From an optimization exercise on the open Yosys and OpenROAD flow, aimed at small area, a short achievable clock period and few clock cycles per item; shortcuts taken in it are not production practice. Function was checked by simulation only, so behaviour that the tests miss may differ from the original. No activity file was given, so power comes from the tool's default toggle rates.

== lagoon ==
## lsu_top
module lsu_top (
    input  logic                        clk,
    input  logic                        rst_n,
    input  logic                        issue_valid,
    output logic                        issue_ready,
    input  lsu_pkg::lsu_op_e            op,
    input  logic [lsu_pkg::ADDR_W-1:0]  base,
    input  logic [lsu_pkg::ADDR_W-1:0]  offset,
    input  logic [lsu_pkg::XLEN-1:0]    store_data,
    input  logic [lsu_pkg::TAG_W-1:0]   tag,
    input  logic                        commit,
    output logic                        wb_valid,
    input  logic                        wb_ready,
    output logic [lsu_pkg::TAG_W-1:0]   wb_tag,
    output logic [lsu_pkg::XLEN-1:0]    wb_data,
    output logic                        mem_req_valid,
    input  logic                        mem_req_ready,
    output logic                        mem_req_write,
    output logic [lsu_pkg::ADDR_W-1:0]  mem_req_addr,
    output logic [lsu_pkg::MEM_W-1:0]   mem_req_wdata,
    output logic [lsu_pkg::STRB_W-1:0]  mem_req_wstrb,
    input  logic                        mem_resp_valid,
    input  logic [lsu_pkg::MEM_W-1:0]   mem_resp_data
);
    localparam int SQN = 2;    
    localparam int LQN = 3;    
    localparam int RTN = 4;    
    logic        a_v, a_st, a_uns;
    logic [1:0]  a_size;
    logic [3:0]  a_mask;
    logic [31:0] a_addr;      
    logic [19:0] a_lo;        
    logic        a_c20;       
    logic [11:0] a_p, a_g;    
    logic [31:0] a_pay;       
    logic [SQN-1:0] sq_v;
    logic [29:0]    sq_a  [SQN];
    logic [31:0]    sq_d  [SQN];
    logic [3:0]     sq_wm [SQN];
    logic [3:0]     sq_fm [SQN];
    logic [SQN-1:0] sq_hd, sq_tl;    
    logic [SQN-1:0] sq_cnt;    
    logic [SQN:0]   n_unc, n_cmt;
    logic [LQN-1:0] lq_rdy, lq_uns;
    logic [4:0]     lq_tag [LQN];
    logic [1:0]     lq_lo  [LQN];
    logic [1:0]     lq_size[LQN];
    logic [3:0]     lq_hit [LQN];
  ...
clock: 8.5 ns
lec_check: 0
cap_margin: 20
core_margin: 2
core_utilization: 65
cts_cluster_diameter: 60
cts_cluster_size: 24
slew_margin: 20
standard.sh (not shown) runs the stock make flow with config.mk's settings and CLKGATE_MAP_FILE= SYNTH_SCRIPT=/design/flow/synth_recipe.tcl, a recipe that flattens the netlist after the stock synthesis.
==> flow/flow/run.sh <==
#!/bin/bash
export BUFFER_PORTS_ARGS="-buffer_cell sky130_fd_sc_hd__buf_1"
export SETUP_SLACK_MARGIN=5.6
bash standard.sh > standard.log 2>&1
No stage failed in lagoon, and the final checks on the layout all came back clean.
Testbench counts of lagoon, summed over its fixed seeds: cycles 6,365, items 4,800.
Relative to lagoon, the following input files were edited for nickel:
Settings: CTS_CLUSTER_DIAMETER: 60 -> unset; SETUP_SLACK_MARGIN: unset -> 5; CTS_CLUSTER_SIZE: 24 -> unset; CORE_UTILIZATION: 65 -> 60.
==> flow/flow/run.sh <==
#!/bin/bash
# Standard layout, with the port buffers drawn from the smallest buffer cell
# instead of the delay buffer the resizer picks by default. Every input and
# output port still gets its own buffer.
export BUFFER_PORTS_ARGS="-buffer_cell sky130_fd_sc_hd__buf_1"
bash standard.sh > standard.log 2>&1
## What came out
Compared with lagoon, nickel instantiates a larger number of cells.
Core utilization: nickel lower than lagoon
On sequential share of layout area, the lower figure sits with lagoon, not nickel.
In the reports for nickel and lagoon, the larger global-route usage belongs to lagoon.
lagoon consumes less power than nickel.

* * *

lsu_top, a different RTL version from the one above (not shown whole).
Size in the first run: roughly 1800 cells after synthesis, about 540 flip-flops, ~320 I/O pins, about 0.025 mm² of cells after synthesis.
## lsu_top
module lsu_top (
    input  logic                        clk,
    input  logic                        rst_n,
    input  logic                        issue_valid,
    output logic                        issue_ready,
    input  lsu_pkg::lsu_op_e            op,
    input  logic [lsu_pkg::ADDR_W-1:0]  base,
    input  logic [lsu_pkg::ADDR_W-1:0]  offset,
    input  logic [lsu_pkg::XLEN-1:0]    store_data,
    input  logic [lsu_pkg::TAG_W-1:0]   tag,
    input  logic                        commit,
    output logic                        wb_valid,
    input  logic                        wb_ready,
    output logic [lsu_pkg::TAG_W-1:0]   wb_tag,
    output logic [lsu_pkg::XLEN-1:0]    wb_data,
    output logic                        mem_req_valid,
    input  logic                        mem_req_ready,
    output logic                        mem_req_write,
    output logic [lsu_pkg::ADDR_W-1:0]  mem_req_addr,
    output logic [lsu_pkg::MEM_W-1:0]   mem_req_wdata,
    output logic [lsu_pkg::STRB_W-1:0]  mem_req_wstrb,
    input  logic                        mem_resp_valid,
    input  logic [lsu_pkg::MEM_W-1:0]   mem_resp_data
);
    localparam int SQN = 2;    
    localparam int LQN = 3;    
    localparam int RTN = 4;    
    logic        a_v, a_st, a_uns;
    logic [1:0]  a_size;
    logic [3:0]  a_mask;
    logic [31:0] a_addr;      
    logic [19:0] a_lo;        
    logic        a_c20;       
    logic [11:0] a_p, a_g;    
    logic [31:0] a_pay;       
    logic [SQN-1:0] sq_v;
    logic [29:0]    sq_a  [SQN];
    logic [31:0]    sq_d  [SQN];
    logic [3:0]     sq_wm [SQN];
    logic [3:0]     sq_fm [SQN];
    logic [SQN-1:0] sq_hd, sq_tl;    
    logic [SQN-1:0] sq_cnt;    
    logic [SQN:0]   n_unc, n_cmt;
    logic [LQN-1:0] lq_rdy, lq_uns;
    logic [4:0]     lq_tag [LQN];
    logic [1:0]     lq_lo  [LQN];
    logic [1:0]     lq_size[LQN];
    logic [3:0]     lq_hit [LQN];
    logic [31:0]    lq_d   [LQN];
    logic [LQN-1:0] lq_hd, lq_tl;    
    logic [LQN-1:0] lq_cnt;    
    logic        req_v, req_w, req_a2;
    logic [28:0] req_a;
    logic [31:0] req_d;
    logic [3:0]  req_m;
    logic        raq_v;
    logic [29:0] raq_a;
    logic [RTN-1:0] rt_v, rt_w, rt_a2;
  ...
==> flow/config.mk <==
export PLATFORM = sky130hd
export DESIGN_NAME = lsu_top
export DESIGN_NICKNAME = lsu_top
export VERILOG_FILES = /design/flow/design.v
export SDC_FILE = /design/flow/constraint.sdc
export NUM_CORES = 4
export LEC_CHECK = 0
export CAP_MARGIN = 20
export CORE_MARGIN = 2
export CORE_UTILIZATION = 65
export CTS_CLUSTER_DIAMETER = 70
export CTS_CLUSTER_SIZE = 28
export SLEW_MARGIN = 20
==> flow/constraint.sdc <==
create_clock -name core_clock -period 8.5 [get_ports {clk}]
set_input_delay 1.7000 -clock core_clock [delete_from_list [all_inputs] [get_ports {clk}]]
set_output_delay 1.7000 -clock core_clock [all_outputs]
set_load 0.01 [all_outputs]
==> flow/flow/run.sh <==
#!/bin/bash
export BUFFER_PORTS_ARGS="-buffer_cell sky130_fd_sc_hd__buf_1"
export SETUP_SLACK_MARGIN=5.35
bash standard.sh > standard.log 2>&1
The baseline completed without violations.
Testbench counts at the start, summed over its fixed seeds: cycles 6,462, items 4,800.
Rerun with:
--- a/flow/flow/run.sh
+++ b/flow/flow/run.sh
@@ -3 +3 @@
-export SETUP_SLACK_MARGIN=5.35
+export SETUP_SLACK_MARGIN=5.45
--- a/flow/config.mk
+++ b/flow/config.mk
@@ -10,3 +10,3 @@
-export CORE_UTILIZATION = 65
-export CTS_CLUSTER_DIAMETER = 70
-export CTS_CLUSTER_SIZE = 28
+export CORE_UTILIZATION = 68
+export CTS_CLUSTER_DIAMETER = 60
+export CTS_CLUSTER_SIZE = 24
What happened: Flip-flop and latch count stays the same; maximum frequency is lower by 3.3%; total power is higher by 3.5%; final area is higher by 1.2%.

* * *

lsu_top, a different RTL version from the one above (not shown whole).
Size in the first run: about 1800 cells after synthesis, roughly 530 flip-flops, roughly 320 I/O pins.
==> flow/config.mk <==
export PLATFORM = sky130hd
export DESIGN_NAME = lsu_top
export DESIGN_NICKNAME = lsu_top
export VERILOG_FILES = /design/flow/design.v
export SDC_FILE = /design/flow/constraint.sdc
export NUM_CORES = 4
export LEC_CHECK = 0
export CAP_MARGIN = 20
export CORE_MARGIN = 2
export CORE_UTILIZATION = 60
export SETUP_SLACK_MARGIN = 5
export SLEW_MARGIN = 20
==> flow/constraint.sdc <==
create_clock -name core_clock -period 8.5 [get_ports {clk}]
set_input_delay 1.7000 -clock core_clock [delete_from_list [all_inputs] [get_ports {clk}]]
set_output_delay 1.7000 -clock core_clock [all_outputs]
set_load 0.01 [all_outputs]
==> flow/flow/run.sh <==
#!/bin/bash
# Standard layout, with the port buffers drawn from the smallest buffer cell
# instead of the delay buffer the resizer picks by default. Every input and
# output port still gets its own buffer.
export BUFFER_PORTS_ARGS="-buffer_cell sky130_fd_sc_hd__buf_1"
bash standard.sh > standard.log 2>&1
The first run went through all stages and came out clean.
Testbench counts at the start, summed over its fixed seeds: cycles 6,365, items 4,800.
Next try:
==> flow/run.sh (new file) <==
#!/bin/bash
# synth_recipe.tcl (not shown) runs the flow's synth.tcl, then flattens the netlist and writes it again
# the make line also repeats each setting of config.mk as NAME=value (left out here)
make -C /OpenROAD-flow-scripts/flow DESIGN_CONFIG=/design/flow/config.mk WORK_HOME=/design/flow/orfs CLKGATE_MAP_FILE= SYNTH_SCRIPT=/design/flow/synth_recipe.tcl finish
removed: flow/flow/run.sh
removed: flow/standard.sh
The changed run passed the timing, design-rule and antenna checks.
Die area is unchanged.
Hold slack is better by 0.0051 ns.
Fmax rose by 0.84%.
Sequential share of layout area fell by 4.3 points.
Cell area rose by 8.6%.
Setup slack is better by 0.035 ns.
Final cell count rose by 1.4%.
Routed wire length rose by 2.9%.
Power rose by 4.3%.

* * *

Another version of the RTL of lsu_top (not shown whole).
For scale: about 1900 cells after synthesis, about 540 flip-flops, roughly 320 I/O pins, roughly 0.025 mm^2 of cells after synthesis.
Settings: LEC_CHECK=0, CAP_MARGIN=20, CORE_MARGIN=2, CORE_UTILIZATION=70, CTS_CLUSTER_DIAMETER=60, CTS_CLUSTER_SIZE=24, SETUP_SLACK_MARGIN=5, SLEW_MARGIN=20; clock period 8.5 ns.
==> flow/flow/run.sh <==
#!/bin/bash
# Standard layout, with the port buffers drawn from the smallest buffer cell
# instead of the delay buffer the resizer picks by default. Every input and
# output port still gets its own buffer.
export BUFFER_PORTS_ARGS="-buffer_cell sky130_fd_sc_hd__buf_1"
bash standard.sh > standard.log 2>&1
Testbench counts at the start, summed over its fixed seeds: cycles 6,462, items 4,800.
Then changed:
==> flow/flow/run.sh (replaced) <==
#!/bin/bash
export BUFFER_PORTS_ARGS="-buffer_cell sky130_fd_sc_hd__buf_1"
export SETUP_SLACK_MARGIN=5.3
bash standard.sh > standard.log 2>&1
Settings changed: CORE_UTILIZATION 70 to 65, SETUP_SLACK_MARGIN 5 to not set.
Result:
- The new run ran to the end with no violations
- core utilization decreases by 4.8 points
- final area increases by 1.6%
- first-iteration DRC count decreases by about 16%
- routed wire length decreases by 2.2%
- sequential power hardly moves

## re-timing with driven ports
In the flow no input, the clock included, has a driving cell. The finished layouts below were timed again as built, in two steps.
Step 1, drivers: a clkbuf_16 drives clk and a buf_2 each remaining input, both assumed.
Step 2 times the ports against the registers' clock, not the clock port: input delays grow and output delays shrink by t, the midpoint of the rising clock arrivals with the driver on.
Three values: ideal, step 1, step 2; two values: the first two.
run | t (ns) | setup slack, ns | latest minus earliest clock arrival (ns) | slew at the worst register clock pin (ns) | worst data-port slew with drivers (ns)
lagoon | 0.607 | 4.918 / 4.933 / 4.325 | 0.028 / 0.029 | 0.09 / 0.09 | 0.05
nickel | 0.666 | 4.960 / 4.960 / 4.376 | 0.027 / 0.026 | 0.06 / 0.06 | 0.06
the first run of note 2 | 0.672 | 5.314 / 5.255 / 4.684 | 0.022 / 0.022 | 0.11 / 0.11 | 0.08
the second run of note 2 | 0.600 | 5.204 / 5.228 / 4.628 | 0.018 / 0.018 | 0.09 / 0.09 | 0.10
the first run of note 3 | 0.641 | 4.260 / 4.280 / 3.639 | 0.019 / 0.019 | 0.07 / 0.07 | 0.04
the second run of note 3 | 0.644 | 4.295 / 4.326 / 3.682 | 0.018 / 0.018 | 0.06 / 0.06 | 0.05
the first run of note 4 | 0.596 | 5.092 / 5.092 / 4.524 | 0.026 / 0.026 | 0.09 / 0.09 | 0.08
the second run of note 4 | 0.593 | 5.180 / 5.205 / 4.613 | 0.023 / 0.023 | 0.09 / 0.09 | 0.09
After both steps setup and hold are still met in every run listed. The setup slack of the first run of note 2, which loses most, moves by -0.059 ns with the drivers and by -0.630 ns with both steps.
